This design comes from an exercise in tuning for small area, a short achievable clock period and few clock cycles per item on the open sky130 flow, not from production work.
In this exercise RTL edits were held to simulation tests only and were not proved equivalent to the original.
Power is estimated from default activity; no workload was simulated.

$ cat constraint.sdc
create_clock -name core_clock -period 7.0 [get_ports {clk}]
set_input_delay 1.4000 -clock core_clock [delete_from_list [all_inputs] [get_ports {clk}]]
set_output_delay 1.4000 -clock core_clock [all_outputs]
set_load 0.01 [all_outputs]
$ cat design.v
`default_nettype none
package hqc_pkg;
    localparam int N = 97;
    localparam int WEIGHT = 6;
    localparam int LOC_W = 7;
    localparam int IDX_W = 3;
    localparam int MSG_W = 8;
    localparam int REP = 12;
    localparam int WORD_W = 32;
    localparam int POLY_WORDS = 4;
    typedef logic [N-1:0] poly_t;
    typedef logic [LOC_W-1:0] loc_t;
    localparam logic [5:0] ADDR_CTRL = 6'd0;
    localparam logic [5:0] ADDR_H = 6'd1;
    localparam logic [5:0] ADDR_S = 6'd5;
    localparam logic [5:0] ADDR_R1 = 6'd9;
    localparam logic [5:0] ADDR_R2 = 6'd15;
    localparam logic [5:0] ADDR_E = 6'd21;
    localparam logic [5:0] ADDR_MSG = 6'd27;
    localparam logic [5:0] ADDR_U = 6'd28;
    localparam logic [5:0] ADDR_V = 6'd32;
    typedef enum logic {
        JOB_U,
        JOB_V
    } job_t;
    typedef enum logic [1:0] {
        SEQ_IDLE,
        SEQ_ISSUE_U,
        SEQ_ISSUE_V,
        SEQ_WAIT
    } seq_state_t;
endpackage
`default_nettype wire
`timescale 1ns/1ps
`default_nettype none
module hqc_encrypt (
    input  wire logic        clk,
    input  wire logic        rst,
    input  wire logic        wb_cyc,
    input  wire logic        wb_stb,
    input  wire logic        wb_we,
    input  wire logic [5:0]  wb_adr,
    input  wire logic [31:0] wb_dat_i,
    output logic [31:0]      wb_dat_o,
    output logic             wb_ack
);
    localparam int N = 97;
    logic [N-1:0] h_reg;
    logic [N-1:0] s_reg;
    logic [N-1:0] u_reg;
    logic [N-1:0] v_reg;
    logic [6:0]   r1_loc [6];
    logic [6:0]   r2_loc [6];
    logic [6:0]   e_loc [6];
    logic [7:0]   msg_reg;
    logic [3:0]   cnt;
    logic         started;
    logic [6:0]   amt;
    logic [6:0]   fd_u;
    logic [6:0]   fd_v;
    logic access, wr, busy, go;
    logic [31:0] dat_g;
    assign access = wb_cyc && wb_stb && !wb_ack;
    assign busy = (cnt != 4'd0);
    assign wr = access && wb_we && !busy;
    assign go = wr && (wb_adr == 6'd0) && wb_dat_i[0] && !rst;
    assign dat_g = wb_dat_i & {32{!rst}};
    always_ff @(posedge clk) begin
        if (rst) wb_ack <= 1'b0;
        else wb_ack <= access;
    end
    logic [127:0] h_pad, s_pad, u_pad, v_pad;
    assign h_pad = {31'b0, h_reg};
    assign s_pad = {31'b0, s_reg};
    assign u_pad = {31'b0, u_reg};
    assign v_pad = {31'b0, v_reg};
    always_ff @(posedge clk) begin
        for (int k = 0; k < 3; k++) begin
            if (rst || (wr && wb_adr == 6'(1 + k))) h_reg[32*k +: 32] <= dat_g;
            if (rst || (wr && wb_adr == 6'(5 + k))) s_reg[32*k +: 32] <= dat_g;
        end
        if (rst || (wr && wb_adr == 6'd4)) h_reg[96] <= dat_g[0];
        if (rst || (wr && wb_adr == 6'd8)) s_reg[96] <= dat_g[0];
        for (int j = 0; j < 6; j++) begin
            if (rst || (wr && wb_adr == 6'(9 + j)))  r1_loc[j] <= dat_g[6:0];
            if (rst || (wr && wb_adr == 6'(15 + j))) r2_loc[j] <= dat_g[6:0];
            if (rst || (wr && wb_adr == 6'(21 + j))) e_loc[j] <= dat_g[6:0];
        end
        if (rst || (wr && wb_adr == 6'd27)) msg_reg <= dat_g[7:0];
    end
    logic [31:0] rd_data;
    logic done_vis, busy_vis;
    assign done_vis = (cnt == 4'd0) ? started : (cnt >= 4'd10);
    assign busy_vis = busy && !(cnt >= 4'd10);
    always_comb begin
        rd_data = '0;
        case (wb_adr)
            6'd0:  rd_data = {30'b0, done_vis, busy_vis};
            6'd1:  rd_data = h_pad[31:0];
            6'd2:  rd_data = h_pad[63:32];
            6'd3:  rd_data = h_pad[95:64];
            6'd4:  rd_data = h_pad[127:96];
            6'd5:  rd_data = s_pad[31:0];
            6'd6:  rd_data = s_pad[63:32];
            6'd7:  rd_data = s_pad[95:64];
            6'd8:  rd_data = s_pad[127:96];
            6'd9:  rd_data = {25'b0, r1_loc[0]};
            6'd10: rd_data = {25'b0, r1_loc[1]};
            6'd11: rd_data = {25'b0, r1_loc[2]};
            6'd12: rd_data = {25'b0, r1_loc[3]};
            6'd13: rd_data = {25'b0, r1_loc[4]};
            6'd14: rd_data = {25'b0, r1_loc[5]};
            6'd15: rd_data = {25'b0, r2_loc[0]};
            6'd16: rd_data = {25'b0, r2_loc[1]};
            6'd17: rd_data = {25'b0, r2_loc[2]};
            6'd18: rd_data = {25'b0, r2_loc[3]};
            6'd19: rd_data = {25'b0, r2_loc[4]};
            6'd20: rd_data = {25'b0, r2_loc[5]};
            6'd21: rd_data = {25'b0, e_loc[0]};
            6'd22: rd_data = {25'b0, e_loc[1]};
            6'd23: rd_data = {25'b0, e_loc[2]};
            6'd24: rd_data = {25'b0, e_loc[3]};
            6'd25: rd_data = {25'b0, e_loc[4]};
            6'd26: rd_data = {25'b0, e_loc[5]};
            6'd27: rd_data = {24'b0, msg_reg};
            6'd28: rd_data = u_pad[31:0];
            6'd29: rd_data = u_pad[63:32];
            6'd30: rd_data = u_pad[95:64];
            6'd31: rd_data = u_pad[127:96];
            6'd32: rd_data = v_pad[31:0];
            6'd33: rd_data = v_pad[63:32];
            6'd34: rd_data = v_pad[95:64];
            6'd35: rd_data = v_pad[127:96];
            default: rd_data = '0;
        endcase
    end
    always_ff @(posedge clk) wb_dat_o <= rd_data;
    always_ff @(posedge clk) begin
        if (rst) begin
            cnt <= 4'd0;
            started <= 1'b0;
        end else if (go) begin
            cnt <= 4'd1;
            started <= 1'b1;
        end else if (busy) begin
            cnt <= (cnt == 4'd11) ? 4'd0 : cnt + 4'd1;
        end
    end
    logic [2:0] jn;
    logic [6:0] a_n, b_u, b_v;
    logic [7:0] t_u, t_v;
    assign jn = 3'((cnt + 4'd1) >> 1);
    always_comb begin
        a_n = r2_loc[0];
        b_u = r1_loc[0];
        b_v = e_loc[0];
        for (int j = 1; j < 6; j++) begin
            if (jn == 3'(j)) begin
                a_n = r2_loc[j];
                b_u = r1_loc[j];
                b_v = e_loc[j];
            end
        end
    end
    assign t_u = {1'b0, b_u} - {1'b0, a_n};
    assign t_v = {1'b0, b_v} - {1'b0, a_n};
    always_ff @(posedge clk) begin
        if (rst) begin
            amt <= '0;
            fd_u <= '0;
            fd_v <= '0;
        end else begin
            amt <= a_n;
            fd_u <= t_u[7] ? 7'(t_u + 8'd97) : t_u[6:0];
            fd_v <= t_v[7] ? 7'(t_v + 8'd97) : t_v[6:0];
        end
    end
    logic step_v;
    logic [6:0] fd;
    logic [N-1:0] flip;
    logic [N-1:0] rot_in;
    logic [N-1:0] rot;
    assign step_v = cnt[0];
    assign fd = step_v ? fd_v : fd_u;
    always_comb begin
        for (int i = 0; i < N; i++) flip[i] = (fd == 7'(i));
    end
    assign rot_in = (step_v ? s_reg : h_reg) ^ flip;
    logic [N-1:0] stage [8];
    assign stage[0] = rot_in;
    genvar k, i;
    generate
        for (k = 0; k < 7; k++) begin : g_stage
            for (i = 0; i < N; i++) begin : g_bit
                assign stage[k+1][i] = amt[k] ? stage[k][(i + N - ((1 << k) % N)) % N] : stage[k][i];
            end
        end
    endgenerate
    assign rot = stage[7];
    logic add_u, add_v;
    logic [N-1:0] codeword;
    assign add_u = busy && !step_v && !rst;
    assign add_v = busy && step_v && !rst;
    always_comb begin
        codeword = '0;
        for (int b = 0; b < 96; b++) codeword[b] = msg_reg[b / 12];
    end
    always_ff @(posedge clk) begin
        if (go) begin
            u_reg <= rot;
            v_reg <= codeword;
        end else begin
            u_reg <= (u_reg & {N{!rst}}) ^ (rot & {N{add_u}});
            v_reg <= (v_reg & {N{!rst}}) ^ (rot & {N{add_v}});
        end
    end
endmodule
`default_nettype wire
$ cat config.mk
export PLATFORM = sky130hd
export DESIGN_NAME = hqc_encrypt
export DESIGN_NICKNAME = hqc_encrypt
export VERILOG_FILES = /design/flow/design.v
export SDC_FILE = /design/flow/constraint.sdc
export NUM_CORES = 4
export LEC_CHECK = 0
export CAP_MARGIN = 20
export CORE_MARGIN = 2
export CORE_UTILIZATION = 40
export SLEW_MARGIN = 20
$ cat run.sh
#!/bin/bash
# synth_recipe.tcl (not shown) runs the flow's synth.tcl, then flattens the netlist and writes it again
# the make line also repeats each setting of config.mk as NAME=value (left out here)
make -C /OpenROAD-flow-scripts/flow DESIGN_CONFIG=/design/flow/config.mk WORK_HOME=/design/flow/orfs CLKGATE_MAP_FILE= SYNTH_SCRIPT=/design/flow/synth_recipe.tcl finish
==> reports/summary.txt, run 1 <==
Run status - no timing/DRC/antenna violations
Vias in the first global route - 45900
Total power - 22500 uW
Post-synth EDFFs - 328
H-tree depth - 3
Crit path top cell by count - buf_4
Area Overhead vs Synth - 15.3%
LEAKAGE - 0.0179 uW
Grt total ovfl - 0
# hold bufs at CTS - 0
DRT Pass-1 Iters - 25
Final hold violations - 0
WP data required - 7.62 ns
Initial antenna violation count - 34
Max Fanout on Critical Path - 41
DRC violation count after routing - 0
CTS tree - yes
Critical path's largest stage delay - 0.98 ns
CP max stage cell - o41ai_1
Worst slew margin - 13.7%
Fraction of layout cells with a size suffix above 1 - 16.3%
Pins Over Slew Limit - 0
Startpoint types - flip-flop
HP Class - flip-flop to flip-flop
Fmax - 150 MHz
Top post-synthesis cells by area - edfxtp_1, dfxtp_1, mux2i_1
Routed WL - 332000 um
Post-CTS Repair Setup Buffers - 0
GRT Total Usage - 57.6%
Worst-Margin Slew - 1.29 ns
Fill cells - 10400
Clock sink total - 581
Kind of critical path - flip-flop to flip-flop
Share of synthesized registers carrying an async set or reset - 0%
Clock root buffer - clkbuf_16
Mapped Cells - 4763
Critical Path AT - 7.28 ns
Worst Path Buf+Inv - 3
Post-Syn Area - 43800 um2
Final ANT Viol Nets - 0
Tmin final - 6.66 ns
I/O Pins - 76
Area leader, netlist - edfxtp_1
First-pass GRT wire length - 434000 um
Die Y-Extent - 335 um
Final setup vio count - 0
Critical-path cell list - buf_4 > nand3b_1 > a222oi_1 > buf_4 > xor2_1 > nor2_1 > or2_2 > o2111a_1 > a22oi_1 > nor2_1 > o41ai_1 > buf_4 > nand3_1 > o211ai_1
Worst-Skew Late Latency - 0.71 ns
Die Width - 335 um
PortBufs - 75
Warnings from Yosys - 5
DR WL/cell - 52.2 um
Syn nets - 4827
Peak supply drop - 0.322 mV
CTS Buf Count - 67
# nets final - 4945
Initial Util - 40.3%
Bufs on Longest Clock Path - 3
Cts repair resizes - 0
Synthesized area per cell - 9.19 um2
Final hold slack - 0.458 ns
GPL Wtd Cong - 1.14
Synth unique cells - 108
Sequential area share after synthesis - 34.1%
Largest net degree at the start of global routing - 116
RSZ-0062 raised after global routing - false
Via count - 51300
Detailed-placement wirelength estimate - 259000 um
First DRT Iteration DRCs - 11700
Yosys top cell area share - 22.5%
Fin util - 46.4%
Core area - 109000 um2
Area of the die - 112000 um2
Setup TNS - 0 ns
Clock skew - 0.0567 ns
Worst path top cell family by delay - compound AO/OA/AOI/OAI gates
Crit. End Element - flip-flop
Reg clk slew, reported paths - 0.06 ns
Top_reg_cell synth - edfxtp_1
Final Cycle Share - 95.1%
Routed vias/inst - 8.06
Synth Register Bits - 581
Max-capacitance violation count - 0
Row count - 121
Power per cell area - 446 nW/um2
per-stage QoR:
step	cell area [um2]	instances	setup slack, ns
final	50500	6368	0.343
after global routing	50400	6350	0.436
after CTS	50400	6347	0.951
after detailed placement	48100	6223	0.970
after global placement	48000	6222	0.875
after floorplan	43800	4763	1.47
area by class of cell:
class,instances,area (um2),share of cell area [%]
multi-input combinational,3743,27500,54.5
sequential,581,14900,29.6
timing repair buffer,457,3790,7.51
clock buffer,88,1850,3.66
tap,1414,1770,3.50
clock inverter,36,455,0.902
inverter,31,124,0.245
antenna,18,45.0,0.0892
Yosys cell counts, types with 96 or more instances:
cell / count
nand2_1: 417
nor2_1: 378
edfxtp_1: 328
clkbuf_1: 305
mux2i_1: 262
dfxtp_1: 253
a21oi_1: 184
nand3_1: 151
o21ai_0: 148
o211ai_1: 137
xnor2_1: 136
a221oi_1: 122
a22o_1: 113
a222oi_1: 106
a22oi_1: 101
a211oi_1: 96
power by group:
part,internal [uW],switching [uW]
clock,2060,1660
combinational,4040,10100
sequential,4020,675
layer usage:
metal / up-vias / track usage, % / wire length [um]
met1: 25100 / 68.4 / 115000
met3: 1525 / 27.3 / 53600
met4: 28 / 51.3 / 39000
met2: 5489 / 76.2 / 125000
li1: 19200 / - / -
met5: - / 0.999 / 342
placed cells by master (no fill, tap or decap), types with 137 or more instances in the layout:
cell type	Yosys	final
dfxtp_1	253	245
mux2i_1	262	252
nand3_1	151	151
a21oi_1	184	184
buf_4	8	368
o21ai_0	148	145
nor2_1	378	355
o211ai_1	137	137
edfxtp_1	328	328
nand2_1	417	417
final timing paths:
kind                  startpoint                 to  slack (ns)  cells past startpoint
max          cnt[0]$_SDFFE_PP0P_  v_reg[37]$_DFF_P_        0.34                     14
min            wb_ack$_SDFF_PP0_  wb_ack$_SDFF_PP0_        0.46                      1
max reg2reg  cnt[0]$_SDFFE_PP0P_  v_reg[37]$_DFF_P_        0.34                     14
min reg2reg    wb_ack$_SDFF_PP0_  wb_ack$_SDFF_PP0_        0.46                      1
cells by family after synthesis:
kind of cell	count (synthesis)	synth area share [%]
fa+ha+maj	21	0.635
compound gates	1573	27.4
buf+inv	439	4.04
mux	431	12.4
flops	581	34.1
simple gates	1494	16.9
xor+xnor	224	4.48
Testbench counts, summed over its fixed seeds: cycles 6,720, jobs 96.
==> run 2, diff against run 1 <==
--- a/design.v
+++ b/design.v
@@ -53,15 +53,18 @@
     logic [6:0]   r2_loc [6];
     logic [6:0]   e_loc [6];
     logic [7:0]   msg_reg;
-    logic [3:0]   cnt;
+    localparam int KA = 4;
+    logic [3:0]   n;
     logic         started;
-    logic [6:0]   amt;
-    logic [6:0]   fd_u;
-    logic [6:0]   fd_v;
+    logic         ph;
+    logic [N-1:0] r_reg;
+    logic [6-KA:0] amt_b;
+    logic [6:0]   amt_a;
+    logic [6:0]   loc_b;
     logic access, wr, busy, go;
     logic [31:0] dat_g;
     assign access = wb_cyc && wb_stb && !wb_ack;
-    assign busy = (cnt != 4'd0);
+    assign busy = (n != 4'd0);
     assign wr = access && wb_we && !busy;
     assign go = wr && (wb_adr == 6'd0) && wb_dat_i[0] && !rst;
     assign dat_g = wb_dat_i & {32{!rst}};
@@ -90,8 +93,8 @@
     end
     logic [31:0] rd_data;
     logic done_vis, busy_vis;
-    assign done_vis = (cnt == 4'd0) ? started : (cnt >= 4'd10);
-    assign busy_vis = busy && !(cnt >= 4'd10);
+    assign done_vis = (n == 4'd0) ? started : (n >= 4'd10);
+    assign busy_vis = busy && !(n >= 4'd10);
     always_comb begin
         rd_data = '0;
         case (wb_adr)
@@ -137,82 +140,87 @@
     always_ff @(posedge clk) wb_dat_o <= rd_data;
     always_ff @(posedge clk) begin
         if (rst) begin
-            cnt <= 4'd0;
+            n <= 4'd0;
             started <= 1'b0;
         end else if (go) begin
-            cnt <= 4'd1;
+            n <= 4'd1;
             started <= 1'b1;
         end else if (busy) begin
-            cnt <= (cnt == 4'd11) ? 4'd0 : cnt + 4'd1;
-        end
-    end
-    logic [2:0] jn;
-    logic [6:0] a_n, b_u, b_v;
-    logic [7:0] t_u, t_v;
-    assign jn = 3'((cnt + 4'd1) >> 1);
-    always_comb begin
-        a_n = r2_loc[0];
-        b_u = r1_loc[0];
-        b_v = e_loc[0];
-        for (int j = 1; j < 6; j++) begin
-            if (jn == 3'(j)) begin
-                a_n = r2_loc[j];
-                b_u = r1_loc[j];
-                b_v = e_loc[j];
-            end
-        end
-    end
-    assign t_u = {1'b0, b_u} - {1'b0, a_n};
-    assign t_v = {1'b0, b_v} - {1'b0, a_n};
-    always_ff @(posedge clk) begin
-        if (rst) begin
-            amt <= '0;
-            fd_u <= '0;
-            fd_v <= '0;
-        end else begin
-            amt <= a_n;
-            fd_u <= t_u[7] ? 7'(t_u + 8'd97) : t_u[6:0];
-            fd_v <= t_v[7] ? 7'(t_v + 8'd97) : t_v[6:0];
-        end
-    end
-    logic step_v;
-    logic [6:0] fd;
-    logic [N-1:0] flip;
-    logic [N-1:0] rot_in;
-    logic [N-1:0] rot;
-    assign step_v = cnt[0];
-    assign fd = step_v ? fd_v : fd_u;
-    always_comb begin
-        for (int i = 0; i < N; i++) flip[i] = (fd == 7'(i));
-    end
-    assign rot_in = (step_v ? s_reg : h_reg) ^ flip;
-    logic [N-1:0] stage [8];
-    assign stage[0] = rot_in;
+            n <= (n == 4'd11) ? 4'd0 : n + 4'd1;
+        end
+    end
+    logic [5:0] ja_oh, ja_nx;
+    logic [3:0] n_nx;
+    assign n_nx = rst ? 4'd0 : go ? 4'd1 : !busy ? 4'd0 : (n == 4'd11) ? 4'd0 : n + 4'd1;
+    always_comb begin
+        for (int j = 0; j < 6; j++) ja_nx[j] = (((n_nx + 4'd1) >> 1) == 4'(j)) || (j == 0 && n_nx == 4'd11);
+    end
+    always_ff @(posedge clk) ja_oh <= ja_nx;
+    logic [6:0] amt_nx;
+    always_comb begin
+        amt_nx = '0;
+        for (int j = 0; j < 6; j++) amt_nx = amt_nx | (r2_loc[j] & {7{ja_nx[j]}});
+        if (wr && wb_adr == 6'd15) amt_nx = dat_g[6:0];
+        if (rst) amt_nx = '0;
+    end
+    always_ff @(posedge clk) amt_a <= amt_nx;
+    always_ff @(posedge clk) begin
+        if (rst) ph <= 1'b0;
+        else ph <= !ph;
+    end
+    logic [N-1:0] in_a;
+    logic [N-1:0] rot_a;
+    assign in_a = (h_reg & {N{ph && !rst}}) | (s_reg & {N{!ph && !rst}});
+    logic [N-1:0] sa [KA+1];
+    assign sa[0] = in_a;
     genvar k, i;
     generate
-        for (k = 0; k < 7; k++) begin : g_stage
+        for (k = 0; k < KA; k++) begin : g_sa
             for (i = 0; i < N; i++) begin : g_bit
-                assign stage[k+1][i] = amt[k] ? stage[k][(i + N - ((1 << k) % N)) % N] : stage[k][i];
+                assign sa[k+1][i] = amt_a[k] ? sa[k][(i + N - ((1 << k) % N)) % N] : sa[k][i];
             end
         end
     endgenerate
-    assign rot = stage[7];
-    logic add_u, add_v;
+    assign rot_a = sa[KA];
+    logic [6:0] loc_a;
+    always_comb begin
+        loc_a = '0;
+        for (int j = 0; j < 6; j++) loc_a = loc_a | ((ph ? r1_loc[j] : e_loc[j]) & {7{ja_oh[j]}});
+    end
+    always_ff @(posedge clk) begin
+        r_reg <= rot_a;
+        amt_b <= amt_a[6:KA];
+        loc_b <= rst ? 7'd0 : loc_a;
+    end
+    logic [N-1:0] flip;
+    logic [N-1:0] rot_b;
+    logic [N-1:0] term;
+    always_comb begin
+        for (int b = 0; b < N; b++) flip[b] = (loc_b == 7'(b));
+    end
+    logic [N-1:0] sb [8-KA];
+    assign sb[0] = r_reg;
+    generate
+        for (k = 0; k < 7 - KA; k++) begin : g_sb
+            for (i = 0; i < N; i++) begin : g_bit
+                assign sb[k+1][i] = amt_b[k] ? sb[k][(i + N - ((1 << (k + KA)) % N)) % N] : sb[k][i];
+            end
+        end
+    endgenerate
+    assign rot_b = sb[7-KA];
+    assign term = rot_b ^ flip;
+    logic exec, add_u, add_v;
     logic [N-1:0] codeword;
-    assign add_u = busy && !step_v && !rst;
-    assign add_v = busy && step_v && !rst;
+    assign exec = go || busy;
+    assign add_u = exec && !ph && !rst;
+    assign add_v = exec && ph && !rst;
     always_comb begin
         codeword = '0;
         for (int b = 0; b < 96; b++) codeword[b] = msg_reg[b / 12];
     end
     always_ff @(posedge clk) begin
-        if (go) begin
-            u_reg <= rot;
-            v_reg <= codeword;
-        end else begin
-            u_reg <= (u_reg & {N{!rst}}) ^ (rot & {N{add_u}});
-            v_reg <= (v_reg & {N{!rst}}) ^ (rot & {N{add_v}});
-        end
+        u_reg <= (u_reg & {N{!rst && !go}}) ^ (term & {N{add_u}});
+        v_reg <= (go ? codeword : (v_reg & {N{!rst}})) ^ (term & {N{add_v}});
     end
 endmodule
 `default_nettype wire
--- a/config.mk
+++ b/config.mk
@@ -8,4 +8,5 @@
 export CAP_MARGIN = 20
 export CORE_MARGIN = 2
 export CORE_UTILIZATION = 40
+export SETUP_SLACK_MARGIN = 4.0
 export SLEW_MARGIN = 20
==> reports/summary.txt, run 2 <==
Core area - 89600 um2 (-18%)
Area Overhead vs Synth - 16.2%
Worst flop-to-flop path startpoint - amt_a[1]$_SDFF_PP0_
CTS tree - yes
Clock root buffer - clkbuf_16
Vias in the first global route - 27000 (-41%)
Final setup vio count - 0 (unchanged)
Largest net degree at the start of global routing - 98 (-16%)
Kind of critical path - input pin to flip-flop
Critical Path AT - 3.61 ns (-3.67 ns)
Area of the die - 92500 um2 (-17%)
Worst-Margin Slew - 1.21 ns (-0.0777 ns)
Count leader, synth - nand2_1
Sequential area share after synthesis - 46.9% (+13 points)
Synth unique cells - 64 (-41%)
DRT Pass-1 Iters - 6 (-76%)
Yosys top cell area share - 27.3% (+4.8 points)
Final Cycle Share - 44.9% (-50 points)
CTS Buf Count - 76 (+13%)
First-pass GRT wire length - 208000 um (-52%)
Worst slew margin - 18.4% (+4.7 points)
Run status - no timing/DRC/antenna violations
Commonest non-fill, non-tap cell in the layout - nand2_1
Worst-Skew Late Latency - 0.66 ns (-0.05 ns)
I/O Pins - 76 (unchanged)
First DRT Iteration DRCs - 4598 (-61%)
Top_reg_cell synth - dfxtp_1
Crit. End Element - flip-flop
Max Fanout on Critical Path - 85 (+110%)
Pins Over Slew Limit - 0 (unchanged)
Syn nets - 3258 (-33%)
Peak supply drop - 0.212 mV (-34%)
Initial antenna violation count - 5 (-85%)
Share of synthesized registers carrying an async set or reset - 0% (unchanged)
Detailed-placement wirelength estimate - 107000 um (-59%)
Synthesized area per cell - 11.2 um2 (+22%)
PortBufs - 75 (unchanged)
CP max stage cell - mux2i_1
Most frequent cells in the layout - nand2_1, dfxtp_1, edfxtp_1
Startpoint types - input pin
Worst setup margin - 3.86 ns (+3.52 ns)
Pre-CTS setup slack - 1.95 ns (+0.978 ns)
Final hold violations - 0 (unchanged)
Initial Util - 40.2% (-0.044 points)
Post-Syn Area - 36000 um2 (-18%)
LEAKAGE - 0.0135 uW (-25%)
Crit. Startpoint - rst
Mapped Cells - 3211 (-33%)
DR WL/cell - 33.5 um (-36%)
# nets final - 3276 (-34%)
Critical path's largest stage delay - 0.45 ns (-0.53 ns)
Die Y-Extent - 304 um (-9.1%)
Final ANT Viol Nets - 0 (unchanged)
Commonest cells in the netlist - nand2_1, dfxtp_1, edfxtp_1, mux2i_1, xor2_1
Clock skew - 0.0424 ns (-0.0143 ns)
H-tree depth - 3 (unchanged)
Top post-synthesis cells by area - edfxtp_1, dfxtp_1, mux4_2
Tmin final - 3.14 ns (-3.52 ns)
DRC violation count after routing - 0 (unchanged)
Post-synth EDFFs - 328 (unchanged)
GRT Total Usage - 31.5% (-26 points)
Fraction of layout cells with a size suffix above 1 - 18.4% (+2.1 points)
Critical-path cell list - buf_6 > inv_8 > buf_12 > nand2_1 > o21ai_0 > mux2i_1 > mux2i_1
Power per cell area - 282 nW/um2 (-37%)
Synth Register Bits - 681 (+17%)
Die Width - 304 um (-9.1%)
Hold Startpoint - amt_a[6]$_SDFF_PP0_
RSZ-0062 raised after global routing - true
Reg clk slew, reported paths - 0.06 ns (about the same)
Via count - 28900 (-44%)
# hold bufs at CTS - 0 (unchanged)
Area leader, netlist - edfxtp_1
HP Class - flip-flop to flip-flop
Bufs on Longest Clock Path - 3 (unchanged)
GPL Wtd Cong - 0.993 (-13%)
Fmax - 318 MHz (+110%)
Clock sink total - 681 (+17%)
Row count - 110 (-9.1%)
Routed WL - 150000 um (-55%)
Setup TNS - 0 ns (unchanged)
Final std cells w/o fill - 4470 (-30%)
WP data required - 7.47 ns (-0.15 ns)
DP Cell Count - 4269 (-31%)
Crit path top cell by count - mux2i_1
Warnings from Yosys - 6 (+1)
Routed vias/inst - 6.47 (-20%)
Max-capacitance violation count - 0 (unchanged)
Grt total ovfl - 0 (unchanged)
run 2: cell types whose count changed in the layout (fill, tap and decap cells not counted), sizes merged, moves of 107 or more:
cell	previous run	this run
nor2	378	88
buf	383	110
xor2	88	260
a22oi	101	256
o211ai	137	1
a221oi	127	10
mux4	79	194
a22o	113	6
nand2	417	524
run 2: path summary, 6_finish.rpt:
kind                                     endpoint  slack (ns)  cells past startpoint
worst max-delay path            r_reg[70]$_DFF_P_        3.86                      7
worst min-delay path             amt_b[2]$_DFF_P_        0.36                      0
worst max register to register  r_reg[54]$_DFF_P_        3.93                      7
worst min register to register   amt_b[2]$_DFF_P_        0.36                      0
run 2: kinds of logic after synthesis:
| logic type | synth area share, % |
|---|---|
| AND/OR/NAND/NOR | 10.9 |
| flip-flops | 46.9 |
| AO/OA/AOI/OAI | 10.4 |
| multiplexers | 21.6 |
| XOR/XNOR | 7.12 |
| buffers and inverters | 2.86 |
| adder cells (fa/ha/maj) | 0.139 |
run 2: what timing repair did:
| action | in CTS | in global routing |
|---|---|---|
| gates cloned | 4 | 1 |
| pin swaps | 20 | 15 |
| resized for setup | 106 | 52 |
| setup buffers | 43 | 10 |
| setup endpoints to repair | 631 | 75 |
run 2: cell type report:
type | count | area, um2
Tap cell | 1176 | 1470
Timing Repair Buffer | 180 | 1870
Multi-Input combinational cell | 2273 | 18900
Sequential cell | 681 | 16900
Fill cell | 8030 | 47700
Antenna cell | 1 | 2.50
Clock buffer | 97 | 2020
Clock inverter | 45 | 606
Inverter | 17 | 75.1
run 2: stage by stage:
step | utilization, % | hold slack [ns] | power, uW | area (um2)
floorplan | - | 0.310 | 6410 | 36600
global placement | 42.6 | 0.376 | 7450 | 38200
detailed placement | 42.6 | 0.375 | 7440 | 38200
CTS | 46.4 | 0.373 | 11700 | 41600
global route | 46.7 | 0.370 | 12100 | 41900
finish | 46.7 | 0.357 | 11800 | 41900
run 2: per-layer routing:
metal / vias up / track usage (%) / wire length, um
li1: 12000 / - / -
met1: 14700 / 46.3 / 63200
met2: 1922 / 45.9 / 63900
met3: 262 / 7.11 / 17600
met4: 2 / 10.2 / 5050
met5: - / 0 / 13
run 2: power breakdown:
part	switching (uW)	total, uW	internal, uW	leakage [uW]
combinational	1560	2530	972	0.00622
sequential	465	5030	4560	0.00604
clock	1790	4270	2480	0.00126
run 2: worst max-delay path: cells and delay by family:
family / cells / cell delay (ns)
buffers and inverters: 3 / 0.85
muxes: 2 / 0.66
and+or+nand+nor: 1 / 0.13
AOI/OAI and AO/OA: 1 / 0.43
Testbench counts of run 2, summed over its fixed seeds: cycles 6,720, jobs 96.
==> run 3, diff against run 2 <==
--- a/design.v
+++ b/design.v
@@ -60,7 +60,8 @@
     logic [N-1:0] r_reg;
     logic [6-KA:0] amt_b;
     logic [6:0]   amt_a;
-    logic [6:0]   loc_b;
+    logic [7:0]   loc_hi;
+    logic [15:0]  loc_lo;
     logic access, wr, busy, go;
     logic [31:0] dat_g;
     assign access = wb_cyc && wb_stb && !wb_ack;
@@ -149,19 +150,24 @@
             n <= (n == 4'd11) ? 4'd0 : n + 4'd1;
         end
     end
-    logic [5:0] ja_oh, ja_nx;
-    logic [3:0] n_nx;
-    assign n_nx = rst ? 4'd0 : go ? 4'd1 : !busy ? 4'd0 : (n == 4'd11) ? 4'd0 : n + 4'd1;
-    always_comb begin
-        for (int j = 0; j < 6; j++) ja_nx[j] = (((n_nx + 4'd1) >> 1) == 4'(j)) || (j == 0 && n_nx == 4'd11);
+    logic [5:0] ja_oh, ja_busy, ja_nx;
+    always_comb begin
+        for (int j = 0; j < 6; j++) ja_busy[j] = ((n + 4'd2) >> 1) == 4'(j);
+        ja_busy[0] = (n >= 4'd10);
+        if (rst || !busy) ja_nx = 6'b000001;
+        else ja_nx = ja_busy;
+        if (go) ja_nx = 6'b000010;
     end
     always_ff @(posedge clk) ja_oh <= ja_nx;
-    logic [6:0] amt_nx;
-    always_comb begin
-        amt_nx = '0;
-        for (int j = 0; j < 6; j++) amt_nx = amt_nx | (r2_loc[j] & {7{ja_nx[j]}});
-        if (wr && wb_adr == 6'd15) amt_nx = dat_g[6:0];
+    logic [6:0] amt_nx, amt_busy;
+    always_comb begin
+        amt_busy = '0;
+        for (int j = 0; j < 6; j++) amt_busy = amt_busy | (r2_loc[j] & {7{ja_busy[j]}});
         if (rst) amt_nx = '0;
+        else if (busy) amt_nx = amt_busy;
+        else if (wr && wb_adr == 6'd15) amt_nx = dat_g[6:0];
+        else amt_nx = r2_loc[0];
+        if (go) amt_nx = r2_loc[1];
     end
     always_ff @(posedge clk) amt_a <= amt_nx;
     always_ff @(posedge clk) begin
@@ -170,7 +176,7 @@
     end
     logic [N-1:0] in_a;
     logic [N-1:0] rot_a;
-    assign in_a = (h_reg & {N{ph && !rst}}) | (s_reg & {N{!ph && !rst}});
+    assign in_a = ph ? h_reg : s_reg;
     logic [N-1:0] sa [KA+1];
     assign sa[0] = in_a;
     genvar k, i;
@@ -188,15 +194,16 @@
         for (int j = 0; j < 6; j++) loc_a = loc_a | ((ph ? r1_loc[j] : e_loc[j]) & {7{ja_oh[j]}});
     end
     always_ff @(posedge clk) begin
-        r_reg <= rot_a;
+        r_reg <= rot_a & {N{!rst}};
         amt_b <= amt_a[6:KA];
-        loc_b <= rst ? 7'd0 : loc_a;
+        for (int b = 0; b < 8; b++) loc_hi[b] <= (rst && b == 0) || (!rst && loc_a[6:4] == 3'(b));
+        for (int b = 0; b < 16; b++) loc_lo[b] <= (rst && b == 0) || (!rst && loc_a[3:0] == 4'(b));
     end
     logic [N-1:0] flip;
     logic [N-1:0] rot_b;
     logic [N-1:0] term;
     always_comb begin
-        for (int b = 0; b < N; b++) flip[b] = (loc_b == 7'(b));
+        for (int b = 0; b < N; b++) flip[b] = loc_hi[b / 16] && loc_lo[b % 16];
     end
     logic [N-1:0] sb [8-KA];
     assign sb[0] = r_reg;
--- a/config.mk
+++ b/config.mk
@@ -8,5 +8,5 @@
 export CAP_MARGIN = 20
 export CORE_MARGIN = 2
 export CORE_UTILIZATION = 40
-export SETUP_SLACK_MARGIN = 4.0
+export SETUP_SLACK_MARGIN = 4.5
 export SLEW_MARGIN = 20
==> reports/summary.txt, run 3 <==
Run status - no timing/DRC/antenna violations
Count leader, synth - dfxtp_1
Warnings from Yosys - 6 (unchanged)
Reg clk slew, reported paths - 0.06 ns (about the same)
WP data required - 7.60 ns (+0.13 ns)
Yosys top cell area share - 26.0% (-1.4 points)
Hold Startpoint - amt_a[6]$_DFF_P_
Die Y-Extent - 312 um (+2.6%)
First DRT Iteration DRCs - 6758 (+47%)
RSZ-0062 raised after global routing - true
Peak supply drop - 0.208 mV (-2.0%)
DRT Pass-1 Iters - 11 (+5)
Synth unique cells - 62 (-3.1%)
Power per cell area - 249 nW/um2 (-12%)
Syn nets - 3488 (+7.1%)
Hold Path End - amt_b[2]$_DFF_P_
Synth Register Bits - 697 (+2.3%)
Worst slew margin - 24.9% (+6.5 points)
DR WL/cell - 41.2 um (+23%)
Sequential area share after synthesis - 45.4% (-1.5 points)
Worst flop-to-flop path startpoint - n[1]$_SDFFE_PP0N_
Final setup vio count - 0 (unchanged)
Fin area - 53800 um2 (+29%)
CP max stage cell - or4_4
Crit. End Element - flip-flop
CTS tree - yes
Area leader, netlist - edfxtp_1
Post-synth EDFFs - 328 (unchanged)
Mapped Cells - 3442 (+7.2%)
Clock skew - 0.0484 ns (+0.00602 ns)
Synthesized area per cell - 11.0 um2 (-1.8%)
Core area - 93600 um2 (+4.5%)
LEAKAGE - 0.0189 uW (+40%)
Kind of critical path - input pin to flip-flop
Worst-Margin Slew - 1.13 ns (-0.0883 ns)
Initial Util - 40.5% (+0.31 points)
Share of synthesized registers carrying an async set or reset - 0% (unchanged)
Routed vias/inst - 7.35 (+14%)
Grt total ovfl - 0 (unchanged)
Commonest non-fill, non-tap cell in the layout - dfxtp_1
First-pass GRT wire length - 272000 um (+31%)
RR Endpoint - v_reg[37]$_DFF_P_
Max Fanout on Critical Path - 7 (-92%)
Worst-Skew Late Latency - 0.69 ns (+0.03 ns)
Total power - 13400 uW (+13%)
Final ANT Viol Nets - 0 (unchanged)
Clock sink total - 697 (+2.3%)
Fill cells - 7483 (-6.8%)
Detailed-placement wirelength estimate - 117000 um (+9.4%)
Post-Syn Area - 37900 um2 (+5.3%)
Register area - 17300 um2 (+2.0%)
Die Width - 312 um (+2.6%)
Critical path's largest stage delay - 0.55 ns (+0.10 ns)
H-tree depth - 3 (unchanged)
Fmax - 312 MHz (-1.8%)
Critical Path AT - 3.80 ns (+0.19 ns)
Final hold violations - 0 (unchanged)
Tmin final - 3.20 ns (+0.0588 ns)
Max-capacitance violation count - 0 (unchanged)
GPL Wtd Cong - 1.01 (+2.1%)
Bufs on Longest Clock Path - 3 (unchanged)
Fraction of layout cells with a size suffix above 1 - 41.8% (+23 points)
Critical-path cell list - buf_16 > or4_4 > nor4_4 > buf_4 > buf_6 > buf_6 > a21oi_4 > buf_12 > buf_12 > buf_16 > a21oi_1 > xnor2_1
Largest net degree at the start of global routing - 86 (-12%)
Multi-input logic area - 25200 um2 (+34%)
Routed WL - 209000 um (+39%)
# nets final - 3778 (+15%)
PortBufs - 75 (unchanged)
Row count - 112 (+1.8%)
Final Cycle Share - 45.7% (+0.84 points)
Fin util - 57.5% (+11 points)
Startpoint types - input pin
HP Class - flip-flop to flip-flop
Area Overhead vs Synth - 41.9%
DRC violation count after routing - 0 (unchanged)
# hold bufs at CTS - 0 (unchanged)
Top post-synthesis cells by area - edfxtp_1, dfxtp_1, mux2i_1
Setup TNS - 0 ns (unchanged)
Clock root buffer - clkbuf_16
Pins Over Slew Limit - 0 (unchanged)
Worst r2r path cells - 14 (+7)
Top_reg_cell synth - dfxtp_1
Via count - 37200 (+29%)
Area of the die - 97300 um2 (+5.2%)
GRT Total Usage - 39.7% (+8.2 points)
Worst R2R Setup Slack - 4.16 ns (+0.23 ns)
Commonest cells in the netlist - dfxtp_1, edfxtp_1, xnor2_1, mux2i_1, nand2_1
Most frequent cells in the layout - dfxtp_1, edfxtp_1, mux2i_1
Worst Hold Path Cells - 0 (unchanged)
I/O Pins - 76 (unchanged)
CTS Buf Count - 80 (+5.3%)
Vias in the first global route - 33400 (+24%)
Final hold slack - 0.328 ns (-0.0283 ns)
Initial antenna violation count - 19 (+14)
Post-DP Area - 40900 um2 (+7.0%)
[run 3: changes by cell type after synthesis, moves of 89 or more]
cell and delta:
o21ai_0 -112, nor4_2 +89, o22ai_1 +171, xor2_1 -257
nand2_1 -262, mux4_2 -89, xnor2_1 +257, nor3_1 +172
[run 3: metal layers]
layer | global-route usage (%) | wire length [um] | vias to the layer above | share of wire (%)
met4 | 26.9 | 20000 | 27 | 9.6
met3 | 18.1 | 36000 | 1113 | 17
met5 | 0.870 | 401 | - | 0.19
li1 | - | - | 14100 | -
met1 | 49.9 | 71100 | 18200 | 34
met2 | 54.0 | 81100 | 3745 | 39
[run 3: per-stage QoR]
stage                     std cells  setup slack (ns)
after floorplan                3442              3.80
final                          5063              3.80
after global placement         4524              1.70
after global routing           5053              3.77
after detailed placement       4524              1.64
after CTS                      4953              4.03
[run 3: worst max-delay path by stage]
stage	start	slack, ns	end
after floorplan	wb_adr[3]	3.80	u_reg[12]$_DFF_P_
after global placement	wb_adr[3]	1.70	u_reg[72]$_DFF_P_
after detailed placement	wb_adr[3]	1.64	u_reg[8]$_DFF_P_
after CTS	wb_adr[5]	4.03	amt_a[4]$_DFF_P_
after global routing	wb_adr[5]	3.77	v_reg[37]$_DFF_P_
final	wb_adr[5]	3.80	v_reg[37]$_DFF_P_
[run 3: cell type report]
class,instances,area share (%)
multi-input combinational,2438,46.9
sequential,697,32.1
clock inverter,53,1.14
antenna,10,0.0465
tap,1254,2.92
inverter,8,0.0930
timing repair buffer,507,12.9
clock buffer,96,3.89
[run 3: cells by family after synthesis]
group	share of synthesized area (%)
AO/OA/AOI/OAI	15.2
XOR/XNOR	6.76
adder cells (fa/ha/maj)	0.0990
buffers and inverters	3.72
flip-flops	45.4
multiplexers	15.6
AND/OR/NAND/NOR	13.1
[run 3: where the power goes]
group | internal [uW] | total (uW) | switching, uW | leakage, uW
registers | 4570 | 4970 | 403 | 0.00641
logic | 1510 | 4020 | 2510 | 0.0112
clock network | 2530 | 4420 | 1890 | 0.00131
[run 3: repair_timing]
action / CTS / global route
pin swaps: 192 / 181
endpoints found under the setup margin: 865 / 804
resized for setup: 880 / 375
hold endpoints to repair: 0 / 0
setup buffers: 201 / 81
cloned: 79 / 19
[run 3: critical path: cells and delay by family]
kind            cells  cell delay [ns]
buf+inv             7             1.01
simple gates        2             0.85
compound gates      2             0.33
xor+xnor            1             0.20
Testbench counts of run 3, summed over its fixed seeds: cycles 6,720, jobs 96.
==> run 4, diff against run 3 <==
--- a/config.mk
+++ b/config.mk
@@ -5,8 +5,8 @@
 export SDC_FILE = /design/flow/constraint.sdc
 export NUM_CORES = 4
 export LEC_CHECK = 0
-export CAP_MARGIN = 20
+export CAP_MARGIN = 30
 export CORE_MARGIN = 2
 export CORE_UTILIZATION = 40
-export SETUP_SLACK_MARGIN = 4.5
-export SLEW_MARGIN = 20
+export SETUP_SLACK_MARGIN = 4.0
+export SLEW_MARGIN = 40
==> reports/summary.txt, run 4 <==
Most frequent cells in the layout - dfxtp_1, edfxtp_1, mux2i_1
Worst Hold Path Cells - 0 (unchanged)
Clock sink total - 697 (unchanged)
Yosys top cell area share - 26.0% (unchanged)
Initial Util - 40.5% (unchanged)
Routed vias/inst - 7.09 (-3.5%)
Max Fanout on Critical Path - 47 (+40)
Sequential area share after synthesis - 45.4% (unchanged)
Tmin final - 3.27 ns (+0.0684 ns)
Clock skew - 0.0282 ns (-0.0202 ns)
Power per cell area - 270 nW/um2 (+8.4%)
Area leader, netlist - edfxtp_1
Final hold violations - 0 (unchanged)
Top post-synthesis cells by area - edfxtp_1, dfxtp_1, mux2i_1
Setup TNS - 0 ns (unchanged)
GPL Wtd Cong - 1.07 (+5.7%)
Core area - 93600 um2 (unchanged)
Mapped Cells - 3442 (unchanged)
Reg clk slew, reported paths - 0.06 ns (about the same)
Critical Path AT - 3.75 ns (-0.05 ns)
Peak supply drop - 0.166 mV (-20%)
Area Overhead vs Synth - 23.6%
Pins Over Slew Limit - 0 (unchanged)
DRC violation count after routing - 0 (unchanged)
Worst r2r path cells - 7 (-7)
Post-DP Area - 41200 um2 (+0.86%)
Fmax - 306 MHz (-2.1%)
Final ANT Viol Nets - 0 (unchanged)
DR WL/cell - 37.7 um (-8.5%)
CTS tree - yes
WP data required - 7.48 ns (-0.12 ns)
Top_reg_cell synth - dfxtp_1
RSZ-0062 raised after global routing - true
DRT Pass-1 Iters - 8 (-3)
HP Class - flip-flop to flip-flop
PortBufs - 75 (unchanged)
Post-Syn Area - 37900 um2 (unchanged)
Syn nets - 3488 (unchanged)
Final setup vio count - 0 (unchanged)
Post-synth EDFFs - 328 (unchanged)
Fin area - 46900 um2 (-13%)
Run status - no timing/DRC/antenna violations
I/O Pins - 76 (unchanged)
Warnings from Yosys - 6 (unchanged)
Max-capacitance violation count - 0 (unchanged)
GRT Total Usage - 34.1% (-5.6 points)
Worst-Skew Late Latency - 0.67 ns (-0.02 ns)
First-pass GRT wire length - 238000 um (-12%)
Crit. End Element - flip-flop
Synth Register Bits - 697 (unchanged)
Area of the die - 97300 um2 (unchanged)
Vias in the first global route - 30500 (-8.7%)
Startpoint types - flip-flop
Count leader, synth - dfxtp_1
Commonest cells in the netlist - dfxtp_1, edfxtp_1, xnor2_1, mux2i_1, nand2_1
# nets final - 3519 (-6.9%)
Detailed-placement wirelength estimate - 117000 um (+0.30%)
Via count - 34000 (-8.6%)
Commonest non-fill, non-tap cell in the layout - dfxtp_1
Row count - 112 (unchanged)
Fraction of layout cells with a size suffix above 1 - 28.4% (-13 points)
Largest net degree at the start of global routing - 154 (+79%)
Grt total ovfl - 0 (unchanged)
LEAKAGE - 0.0152 uW (-19%)
Worst slew margin - 30.0% (+5.0 points)
Synthesized area per cell - 11.0 um2 (unchanged)
H-tree depth - 3 (unchanged)
CTS Buf Count - 76 (-5.0%)
First DRT Iteration DRCs - 6274 (-7.2%)
Share of synthesized registers carrying an async set or reset - 0% (unchanged)
Worst-Margin Slew - 1.04 ns (-0.0831 ns)
Routed WL - 181000 um (-13%)
Initial antenna violation count - 13 (-6)
Final Cycle Share - 46.7% (+0.98 points)
Fin util - 50.1% (-7.4 points)
Synth unique cells - 62 (unchanged)
Bufs on Longest Clock Path - 3 (unchanged)
# hold bufs at CTS - 0 (unchanged)
Kind of critical path - flip-flop to flip-flop
Die Y-Extent - 312 um (unchanged)
Clock root buffer - clkbuf_16
Die Width - 312 um (unchanged)
## run 4: cell counts after synthesis
Identical to the previous run, type by type.
## run 4: routing by layer
metal,wire length [um],global-route usage (%),up-vias
li1,-,-,13500
met1,67100,46.7,16800
met2,73100,47.9,3030
met3,29700,13.4,569
met4,10600,13.1,14
met5,228,0.774,-
## run 4: what timing repair did
| action | in CTS | in global routing |
|---|---|---|
| cloned | 11 | 27 |
| pin swaps | 15 | 70 |
| gates resized for setup | 166 | 171 |
| setup endpoints to repair | 665 | 345 |
| setup buffers | 45 | 28 |
## run 4: layout make-up
type,count,area (um2)
Sequential cell,697,17300
Clock buffer,107,2190
Clock inverter,34,280
Multi-Input combinational cell,2410,22200
Tap cell,1254,1570
Antenna cell,5,12.5
Inverter,8,37.5
Timing Repair Buffer,280,3360
Fill cell,8304,46700
## run 4: final timing paths
check,start,endpoint,slack (ns)
worst min-delay path,amt_a[6]$_DFF_P_,amt_b[2]$_DFF_P_,0.32
worst max-delay path,amt_a[0]$_DFF_P_,r_reg[95]$_DFF_P_,3.73
worst min register to register,amt_a[6]$_DFF_P_,amt_b[2]$_DFF_P_,0.32
worst max register to register,amt_a[0]$_DFF_P_,r_reg[95]$_DFF_P_,3.73
## run 4: worst max-delay path: stages (launching register included)
cell and delay (ns):
dfxtp_4 0.59, buf_12 0.28, buf_16 0.33, mux2_2 0.26, o22ai_1 0.11, a221oi_1 0.57, o21ai_0 0.31, a21oi_1 0.56
## run 4: metrics by stage
step	worst slack [ns]	total power [uW]	std cells	hold WS [ns]
floorplan	3.76	6800	3442	0.310
global placement	1.68	7850	4510	0.314
detailed placement	2.06	7900	4533	0.317
CTS	3.99	12200	4730	0.328
global route	3.91	12800	4790	0.337
finish	3.73	12700	4795	0.325
## run 4: cells by family after synthesis
kind of cell    after synthesis  synth area share [%]
compound gates              798                  15.2
xor+xnor                    293                  6.76
fa+ha+maj                     3                0.0990
flops                       697                  45.4
simple gates                852                  13.1
buf+inv                     345                  3.72
mux                         454                  15.6
## run 4: power breakdown
| group | switching [uW] | internal [uW] |
|---|---|---|
| clock | 1800 | 2310 |
| sequential | 398 | 4570 |
| combinational | 2330 | 1260 |
==> run 5, diff against run 4 <==
--- a/design.v
+++ b/design.v
@@ -53,7 +53,7 @@
     logic [6:0]   r2_loc [6];
     logic [6:0]   e_loc [6];
     logic [7:0]   msg_reg;
-    localparam int KA = 4;
+    localparam int KA = 3;
     logic [3:0]   n;
     logic         started;
     logic         ph;
@@ -63,28 +63,38 @@
     logic [7:0]   loc_hi;
     logic [15:0]  loc_lo;
     logic access, wr, busy, go;
-    logic [31:0] dat_g;
+    logic [7:0]  dat_g;
     assign access = wb_cyc && wb_stb && !wb_ack;
     assign busy = (n != 4'd0);
     assign wr = access && wb_we && !busy;
     assign go = wr && (wb_adr == 6'd0) && wb_dat_i[0] && !rst;
-    assign dat_g = wb_dat_i & {32{!rst}};
+    assign dat_g = wb_dat_i[7:0] & {8{!rst}};
     always_ff @(posedge clk) begin
         if (rst) wb_ack <= 1'b0;
         else wb_ack <= access;
     end
     logic [127:0] h_pad, s_pad, u_pad, v_pad;
-    assign h_pad = {31'b0, h_reg};
-    assign s_pad = {31'b0, s_reg};
+    logic [3:0] h_ok, s_ok;
+    logic [N-1:0] h_val, s_val;
+    assign h_val = h_reg & {{1{h_ok[3]}}, {32{h_ok[2]}}, {32{h_ok[1]}}, {32{h_ok[0]}}};
+    assign s_val = s_reg & {{1{s_ok[3]}}, {32{s_ok[2]}}, {32{s_ok[1]}}, {32{s_ok[0]}}};
+    assign h_pad = {31'b0, h_val};
+    assign s_pad = {31'b0, s_val};
     assign u_pad = {31'b0, u_reg};
     assign v_pad = {31'b0, v_reg};
     always_ff @(posedge clk) begin
         for (int k = 0; k < 3; k++) begin
-            if (rst || (wr && wb_adr == 6'(1 + k))) h_reg[32*k +: 32] <= dat_g;
-            if (rst || (wr && wb_adr == 6'(5 + k))) s_reg[32*k +: 32] <= dat_g;
-        end
-        if (rst || (wr && wb_adr == 6'd4)) h_reg[96] <= dat_g[0];
-        if (rst || (wr && wb_adr == 6'd8)) s_reg[96] <= dat_g[0];
+            if (wr && wb_adr == 6'(1 + k)) h_reg[32*k +: 32] <= wb_dat_i;
+            if (wr && wb_adr == 6'(5 + k)) s_reg[32*k +: 32] <= wb_dat_i;
+        end
+        if (wr && wb_adr == 6'd4) h_reg[96] <= wb_dat_i[0];
+        if (wr && wb_adr == 6'd8) s_reg[96] <= wb_dat_i[0];
+        for (int k = 0; k < 4; k++) begin
+            if (rst) h_ok[k] <= 1'b0;
+            else if (wr && wb_adr == 6'(1 + k)) h_ok[k] <= 1'b1;
+            if (rst) s_ok[k] <= 1'b0;
+            else if (wr && wb_adr == 6'(5 + k)) s_ok[k] <= 1'b1;
+        end
         for (int j = 0; j < 6; j++) begin
             if (rst || (wr && wb_adr == 6'(9 + j)))  r1_loc[j] <= dat_g[6:0];
             if (rst || (wr && wb_adr == 6'(15 + j))) r2_loc[j] <= dat_g[6:0];
@@ -176,7 +186,7 @@
     end
     logic [N-1:0] in_a;
     logic [N-1:0] rot_a;
-    assign in_a = ph ? h_reg : s_reg;
+    assign in_a = (h_val & {N{ph && !rst}}) | (s_val & {N{!ph && !rst}});
     logic [N-1:0] sa [KA+1];
     assign sa[0] = in_a;
     genvar k, i;
@@ -194,7 +204,7 @@
         for (int j = 0; j < 6; j++) loc_a = loc_a | ((ph ? r1_loc[j] : e_loc[j]) & {7{ja_oh[j]}});
     end
     always_ff @(posedge clk) begin
-        r_reg <= rot_a & {N{!rst}};
+        r_reg <= rot_a;
         amt_b <= amt_a[6:KA];
         for (int b = 0; b < 8; b++) loc_hi[b] <= (rst && b == 0) || (!rst && loc_a[6:4] == 3'(b));
         for (int b = 0; b < 16; b++) loc_lo[b] <= (rst && b == 0) || (!rst && loc_a[3:0] == 4'(b));
==> flow/run.sh (new file) <==
#!/bin/bash
# The standard layout (standard.sh: ORFS synthesis to finish), with one
# change: the port buffers that global placement inserts are buf_4 cells
# instead of the default delay buffer, which is slow on input and output paths.
set -uo pipefail
export BUFFER_PORTS_ARGS="-buffer_cell sky130_fd_sc_hd__buf_4"
bash standard.sh finish > flow_make.log 2>&1
==> standard.sh (new file) <==
#!/bin/bash
# synth_recipe.tcl (not shown) runs the flow's synth.tcl, then flattens the netlist and writes it again
# the make line also repeats each setting of config.mk as NAME=value (left out here)
make -C /OpenROAD-flow-scripts/flow DESIGN_CONFIG=/design/flow/config.mk WORK_HOME=/design/flow/orfs CLKGATE_MAP_FILE= SYNTH_SCRIPT=/design/flow/synth_recipe.tcl "${@:-finish}"
removed: run.sh
==> reports/summary.txt, run 5 <==
Final setup vio count - 0 (unchanged)
Syn nets - 3389 (-2.8%)
Initial Util - 40.3% (-0.18 points)
Startpoint types - flip-flop
LEAKAGE - 0.0140 uW (-8.2%)
Clock root buffer - clkbuf_16
Fmax - 317 MHz (+3.7%)
WP data required - 7.58 ns (+0.10 ns)
Final hold violations - 0 (unchanged)
Die Y-Extent - 313 um (+0.44%)
Routed vias/inst - 6.80 (-4.1%)
Crit. End Element - flip-flop
Peak supply drop - 0.165 mV (-0.47%)
Max Fanout on Critical Path - 74 (+57%)
GRT Total Usage - 32.3% (-1.8 points)
Area of the die - 98200 um2 (+0.88%)
Routed WL - 164000 um (-9.1%)
Top_reg_cell synth - dfxtp_1
Largest net degree at the start of global routing - 98 (-36%)
Final ANT Viol Nets - 0 (unchanged)
Reg clk slew, reported paths - 0.06 ns (about the same)
DRT Pass-1 Iters - 8 (unchanged)
RSZ-0062 raised after global routing - true
Setup TNS - 0 ns (unchanged)
Area Overhead vs Synth - 15.0%
First-pass GRT wire length - 226000 um (-5.2%)
Tmin final - 3.15 ns (-0.117 ns)
Fill cells - 8527 (+2.7%)
Post-Syn Area - 38300 um2 (+0.89%)
Synth Register Bits - 706 (+1.3%)
Core area - 94900 um2 (+1.3%)
Synthesized area per cell - 11.4 um2 (+3.9%)
Worst-Skew Late Latency - 0.65 ns (-0.02 ns)
Pins Over Slew Limit - 0 (unchanged)
PortBufs - 75 (unchanged)
CTS tree - yes
Vias in the first global route - 29300 (-4.0%)
GPL Wtd Cong - 1.05 (-2.0%)
Fraction of layout cells with a size suffix above 1 - 25.5% (-2.9 points)
DR WL/cell - 35.5 um (-5.9%)
I/O Pins - 76 (unchanged)
Die Width - 313 um (+0.44%)
Share of synthesized registers carrying an async set or reset - 0% (unchanged)
Post-synth EDFFs - 328 (unchanged)
Worst slew margin - 39.7% (+9.7 points)
Commonest cells in the netlist - nand3_1, dfxtp_1, edfxtp_1, nand2_1, clkbuf_1
Clock skew - 0.0208 ns (-0.00738 ns)
Grt total ovfl - 0 (unchanged)
Kind of critical path - flip-flop to flip-flop
Power per cell area - 232 nW/um2 (-14%)
CTS Buf Count - 77 (+1.3%)
DRC violation count after routing - 0 (unchanged)
Detailed-placement wirelength estimate - 111000 um (-5.3%)
Via count - 31500 (-7.4%)
Sequential area share after synthesis - 45.5% (+0.068 points)
# hold bufs at CTS - 0 (unchanged)
Clock sink total - 706 (+1.3%)
Initial antenna violation count - 6 (-7)
H-tree depth - 3 (unchanged)
Area leader, netlist - edfxtp_1
Final Cycle Share - 45.0% (-1.7 points)
Count leader, synth - nand3_1
Worst-Margin Slew - 0.904 ns (-0.139 ns)
Synth unique cells - 63 (+1.6%)
HP Class - flip-flop to flip-flop
Top post-synthesis cells by area - edfxtp_1, dfxtp_1, mux4_2
Most frequent cells in the layout - nand3_1, dfxtp_1, edfxtp_1
Commonest non-fill, non-tap cell in the layout - nand3_1
First DRT Iteration DRCs - 5352 (-15%)
# nets final - 3349 (-4.8%)
Max-capacitance violation count - 0 (unchanged)
Run status - no timing/DRC/antenna violations
Warnings from Yosys - 6 (unchanged)
Bufs on Longest Clock Path - 3 (unchanged)
Critical Path AT - 3.73 ns (-0.02 ns)
Row count - 113 (+0.89%)
Total power - 10200 uW (-19%)
Mapped Cells - 3343 (-2.9%)
Yosys top cell area share - 25.7% (-0.23 points)
[run 5: what timing repair did]
action	4_1_cts	5_1_grt
setup endpoints to repair	578	315
gates resized for setup	79	55
setup buffers	27	14
cloned	7	4
pin swaps	11	5
[run 5: cell type report]
cell class	instances	area (um2)	area share, %
tap	1265	1580	3.59
sequential	706	17500	39.7
timing repair buffer	205	2020	4.58
clock buffer	112	2300	5.23
multi-input combinational	2300	20300	46.1
antenna	3	7.51	0.0170
inverter	13	48.8	0.111
clock inverter	29	317	0.719
[run 5: worst max-delay path: stages (launching register included)]
cell and delay (ns):
dfxtp_4 0.74, buf_6 0.49, nand3_1 0.14, a21oi_1 0.64, mux2i_1 0.32, mux2i_1 0.42
mux2_2 0.25
[run 5: kinds of logic (layout without fill, tap and decap cells)]
group                    count (synthesis)  after routing  share of synthesized area (%)
AND/OR/NAND/NOR                        953            957                           13.0
flip-flops                             706            706                           45.5
multiplexers                           544            544                           21.2
AO/OA/AOI/OAI                          502            505                           9.10
buffers and inverters                  344            359                           3.72
XOR/XNOR                               291            291                           7.44
adder cells (fa/ha/maj)                  3              3                         0.0981
other                                    0              3                              0
[run 5: path summary, 6_finish.rpt]
kind                                       start           endpoint  slack, ns  cells past startpoint
worst min-delay path            amt_a[3]$_DFF_P_   amt_b[0]$_DFF_P_       0.34                      0
worst max register to register     ph$_SDFF_PP0_  r_reg[11]$_DFF_P_       3.85                      6
worst max-delay path               ph$_SDFF_PP0_  r_reg[11]$_DFF_P_       3.85                      6
worst min register to register  amt_a[3]$_DFF_P_   amt_b[0]$_DFF_P_       0.34                      0
[run 5: power by group]
part / switching, uW / total, uW / internal [uW]
Sequential: 182 / 4600 / 4420
Combinational: 810 / 1330 / 521
Clock: 1780 / 4280 / 2510
[run 5: per-stage QoR]
stage	worst slack [ns]	std cells	utilization, %	cell area [um2]	hold slack (ns)
floorplan	3.88	3343	-	38800	0.310
global placement	2.47	4427	42.3	40100	0.328
detailed placement	2.37	4437	42.5	40300	0.326
CTS	3.95	4612	45.9	43600	0.340
global route	3.96	4630	46.4	44000	0.342
finish	3.85	4633	46.4	44000	0.337
[run 5: per-layer routing]
layer	global-route usage (%)	vias to the layer above	wire [um]	part of all wire (%)
met5	0	-	94	0.057
met4	14.6	8	8650	5.3
met3	11.1	477	23700	14
met2	45.9	2510	68000	41
met1	44.3	15800	63900	39
li1	-	12700	-	-
Testbench counts of run 5, summed over its fixed seeds: cycles 6,720, jobs 96.
==> run 6, diff against run 5 <==
--- a/design.v
+++ b/design.v
@@ -62,12 +62,16 @@
     logic [6:0]   amt_a;
     logic [7:0]   loc_hi;
     logic [15:0]  loc_lo;
-    logic access, wr, busy, go;
+    logic access, wr, busy, start, go;
     logic [7:0]  dat_g;
     assign access = wb_cyc && wb_stb && !wb_ack;
-    assign busy = (n != 4'd0);
+    assign busy = (n != 4'd0) || go;
     assign wr = access && wb_we && !busy;
-    assign go = wr && (wb_adr == 6'd0) && wb_dat_i[0] && !rst;
+    assign start = wr && (wb_adr == 6'd0) && wb_dat_i[0] && !rst;
+    always_ff @(posedge clk) begin
+        if (rst) go <= 1'b0;
+        else go <= start;
+    end
     assign dat_g = wb_dat_i[7:0] & {8{!rst}};
     always_ff @(posedge clk) begin
         if (rst) wb_ack <= 1'b0;
@@ -104,7 +108,7 @@
     end
     logic [31:0] rd_data;
     logic done_vis, busy_vis;
-    assign done_vis = (n == 4'd0) ? started : (n >= 4'd10);
+    assign done_vis = !go && ((n == 4'd0) ? started : (n >= 4'd10));
     assign busy_vis = busy && !(n >= 4'd10);
     always_comb begin
         rd_data = '0;
@@ -153,18 +157,17 @@
         if (rst) begin
             n <= 4'd0;
             started <= 1'b0;
-        end else if (go) begin
-            n <= 4'd1;
-            started <= 1'b1;
-        end else if (busy) begin
-            n <= (n == 4'd11) ? 4'd0 : n + 4'd1;
+        end else begin
+            if (start) started <= 1'b1;
+            if (go) n <= 4'd1;
+            else if (n != 4'd0) n <= (n == 4'd11) ? 4'd0 : n + 4'd1;
         end
     end
     logic [5:0] ja_oh, ja_busy, ja_nx;
     always_comb begin
         for (int j = 0; j < 6; j++) ja_busy[j] = ((n + 4'd2) >> 1) == 4'(j);
         ja_busy[0] = (n >= 4'd10);
-        if (rst || !busy) ja_nx = 6'b000001;
+        if (rst || n == 4'd0) ja_nx = 6'b000001;
         else ja_nx = ja_busy;
         if (go) ja_nx = 6'b000010;
     end
@@ -174,7 +177,7 @@
         amt_busy = '0;
         for (int j = 0; j < 6; j++) amt_busy = amt_busy | (r2_loc[j] & {7{ja_busy[j]}});
         if (rst) amt_nx = '0;
-        else if (busy) amt_nx = amt_busy;
+        else if (n != 4'd0) amt_nx = amt_busy;
         else if (wr && wb_adr == 6'd15) amt_nx = dat_g[6:0];
         else amt_nx = r2_loc[0];
         if (go) amt_nx = r2_loc[1];
@@ -228,7 +231,7 @@
     assign term = rot_b ^ flip;
     logic exec, add_u, add_v;
     logic [N-1:0] codeword;
-    assign exec = go || busy;
+    assign exec = busy;
     assign add_u = exec && !ph && !rst;
     assign add_v = exec && ph && !rst;
     always_comb begin
--- a/config.mk
+++ b/config.mk
@@ -8,5 +8,5 @@
 export CAP_MARGIN = 30
 export CORE_MARGIN = 2
 export CORE_UTILIZATION = 40
-export SETUP_SLACK_MARGIN = 4.0
+export SETUP_SLACK_MARGIN = 4.2
 export SLEW_MARGIN = 40
==> reports/summary.txt, run 6 <==
Power per cell area - 222 nW/um2 (-4.4%)
Bufs on Longest Clock Path - 3 (unchanged)
Final hold violations - 0 (unchanged)
Area of the die - 103000 um2 (+4.9%)
Top post-synthesis cells by area - edfxtp_1, dfxtp_1, mux2i_1
Sequential area share after synthesis - 43.4% (-2.1 points)
Total power - 10300 uW (+0.89%)
GRT Total Usage - 35.8% (+3.5 points)
Routed vias/inst - 7.28 (+7.1%)
Clock root buffer - clkbuf_16
Kind of critical path - input pin to flip-flop
Peak supply drop - 0.249 mV (+51%)
H-tree depth - 3 (unchanged)
Commonest non-fill, non-tap cell in the layout - dfxtp_1
Final Cycle Share - 41.6% (-3.4 points)
Final std cells w/o fill - 5077 (+9.6%)
Worst setup margin - 4.09 ns (+0.238 ns)
DRC violation count after routing - 0 (unchanged)
Clock sink total - 707 (+0.14%)
Post-synth EDFFs - 328 (unchanged)
Pins Over Slew Limit - 0 (unchanged)
Startpoint types - input pin
Worst flop-to-flop path startpoint - ph$_SDFF_PP0_
Worst R2R Setup Slack - 4.09 ns (+0.24 ns)
DP Cell Count - 4834 (+8.9%)
Core area - 99900 um2 (+5.3%)
WP data required - 7.53 ns (-0.05 ns)
Detailed-placement wirelength estimate - 128000 um (+15%)
Yosys top cell area share - 24.5% (-1.2 points)
I/O Pins - 76 (unchanged)
First DRT Iteration DRCs - 5985 (+12%)
Run status - no timing/DRC/antenna violations
First-pass GRT wire length - 262000 um (+16%)
Area leader, netlist - edfxtp_1
Synth Register Bits - 707 (+0.14%)
Max Fanout on Critical Path - 15 (-80%)
Worst-Skew Late Latency - 0.68 ns (+0.03 ns)
GPL Wtd Cong - 1.03 (-2.1%)
Share of synthesized registers carrying an async set or reset - 0% (unchanged)
Syn nets - 3801 (+12%)
Crit. End Element - flip-flop
Row count - 116 (+2.7%)
Tmin final - 2.91 ns (-0.238 ns)
Vias in the first global route - 34100 (+16%)
Warnings from Yosys - 6 (unchanged)
Fill cells - 9160 (+7.4%)
Fmax - 343 MHz (+8.2%)
Worst slew margin - 42.8% (+3.1 points)
Mapped Cells - 3755 (+12%)
Count leader, synth - dfxtp_1
Clock skew - 0.0380 ns (+0.0172 ns)
Pre-CTS setup slack - 2.73 ns (+0.363 ns)
Worst-Margin Slew - 0.858 ns (-0.0467 ns)
Initial Util - 40.2% (-0.10 points)
DRT Pass-1 Iters - 8 (unchanged)
Most frequent cells in the layout - dfxtp_1, edfxtp_1, mux2i_1
Area Overhead vs Synth - 15.7%
CTS tree - yes
Final ANT Viol Nets - 0 (unchanged)
# nets final - 3756 (+12%)
Setup TNS - 0 ns (unchanged)
Initial antenna violation count - 8 (+2)
Worst r2r path cells - 6 (unchanged)
End point of the critical path - wb_dat_o[0]$_DFF_P_
Fraction of layout cells with a size suffix above 1 - 22.5% (-3.0 points)
PortBufs - 75 (unchanged)
Commonest cells in the netlist - dfxtp_1, edfxtp_1, mux2i_1, nand2_1, mux2_2
Top_reg_cell synth - dfxtp_1
HP Class - flip-flop to flip-flop
Synthesized area per cell - 10.7 um2 (-6.5%)
Final setup vio count - 0 (unchanged)
Largest net degree at the start of global routing - 139 (+42%)
Crit. Startpoint - wb_adr[1]
CTS Buf Count - 79 (+2.6%)
Synth unique cells - 63 (unchanged)
Max-capacitance violation count - 0 (unchanged)
Reg clk slew, reported paths - 0.06 ns (about the same)
Die Y-Extent - 321 um (+2.4%)
Post-Syn Area - 40200 um2 (+5.0%)
Via count - 37000 (+17%)
Grt total ovfl - 0 (unchanged)
RSZ-0062 raised after global routing - true
DR WL/cell - 38.2 um (+7.7%)
LEAKAGE - 0.0149 uW (+6.3%)
Final hold slack - 0.326 ns (-0.0110 ns)
RR Endpoint - r_reg[80]$_DFF_P_
Critical Path AT - 3.45 ns (-0.28 ns)
Routed WL - 194000 um (+18%)
Die Width - 321 um (+2.4%)
[run 6: cell types whose count changed after synthesis, sizes merged, moves of 100 or more]
cell    delta
o22ai    +192
o21ai    +187
mux2     +105
nand3    -232
o221ai   +197
mux4     -100
[run 6: kinds of logic (layout without fill, tap and decap cells)]
group | after synthesis | in the layout | synth area share [%]
buf+inv | 374 | 381 | 3.99
xor+xnor | 194 | 194 | 4.23
simple gates | 743 | 758 | 9.82
compound gates | 1088 | 1088 | 18.6
other cells | 0 | 2 | 0
fa+ha+maj | 3 | 3 | 0.0934
mux | 646 | 646 | 19.9
flops | 707 | 707 | 43.4
[run 6: routing by layer]
| layer | share of wire (%) | global-route usage, % | vias to the layer above | wire (um) |
|---|---|---|---|---|
| li1 | - | - | 14900 | - |
| met1 | 35 | 43.2 | 17900 | 68100 |
| met2 | 41 | 52.5 | 3241 | 80400 |
| met3 | 13 | 11.0 | 952 | 24800 |
| met4 | 11 | 29.3 | 4 | 20600 |
| met5 | 0.014 | 0 | - | 28 |
[run 6: area by class of cell]
type	count	area [um2]	share of cell area [%]
multi-input cells	2689	22000	47.3
flip-flops and latches	707	17500	37.6
repair buffers	227	2510	5.40
clock buffers	100	2210	4.74
well taps	1298	1620	3.49
clock inverters	48	629	1.35
inverters	6	28.8	0.0619
diodes	2	5.00	0.0108
[run 6: where the power goes]
part           internal (uW)  total (uW)  switching (uW)
Sequential              4420        4570             150
Combinational            429        1110             682
Clock                   2760        4630            1870
Total                   7610       10300            2700
[run 6: what timing repair did]
| item | 4_1_cts | 5_1_grt |
|---|---|---|
| endpoints found under the setup margin | 681 | 299 |
| buffers inserted | 49 | 21 |
| resized for setup | 109 | 71 |
| cloned | 15 | 7 |
| hold buffers | 0 | 0 |
| pin swaps | 20 | 16 |
[run 6: through the flow]
stage	utilization [%]	cell area, um2
after global placement	41.8	41800
final	46.6	46500
after detailed placement	42.0	41900
after CTS	46.0	45900
after global routing	46.6	46500
after floorplan	-	40600
[run 6: worst min-delay path by stage]
stage	to	slack [ns]	cells after the start	from
2_1_floorplan	amt_b[0]$_DFF_P_	0.31	0	amt_a[3]$_DFF_P_
3_3_place_gp	amt_b[1]$_DFF_P_	0.31	0	amt_a[4]$_DFF_P_
3_5_place_dp	amt_b[1]$_DFF_P_	0.31	0	amt_a[4]$_DFF_P_
4_1_cts	amt_b[1]$_DFF_P_	0.33	0	amt_a[4]$_DFF_P_
5_1_grt	amt_b[1]$_DFF_P_	0.33	0	amt_a[4]$_DFF_P_
6_report	amt_b[1]$_DFF_P_	0.33	0	amt_a[4]$_DFF_P_
[run 6: critical path, stage by stage]
cell and delay, ns:
buf_4 0.18, nand2b_1 0.32, nor2_4 0.10, buf_12 0.15, clkbuf_16 0.22, a32oi_2 0.30, nand4_1 0.16, or4_4 0.59
Testbench counts of run 6, summed over its fixed seeds: cycles 6,912, jobs 96.

Check on run 6: ideal ports give 4.086 ns setup slack; a clkbuf_16 on the clock port and buf_2 on the inputs give 4.094 ns; moving port delays by the midpoint clock arrival (0.734 ns) as well gives 3.398 ns.
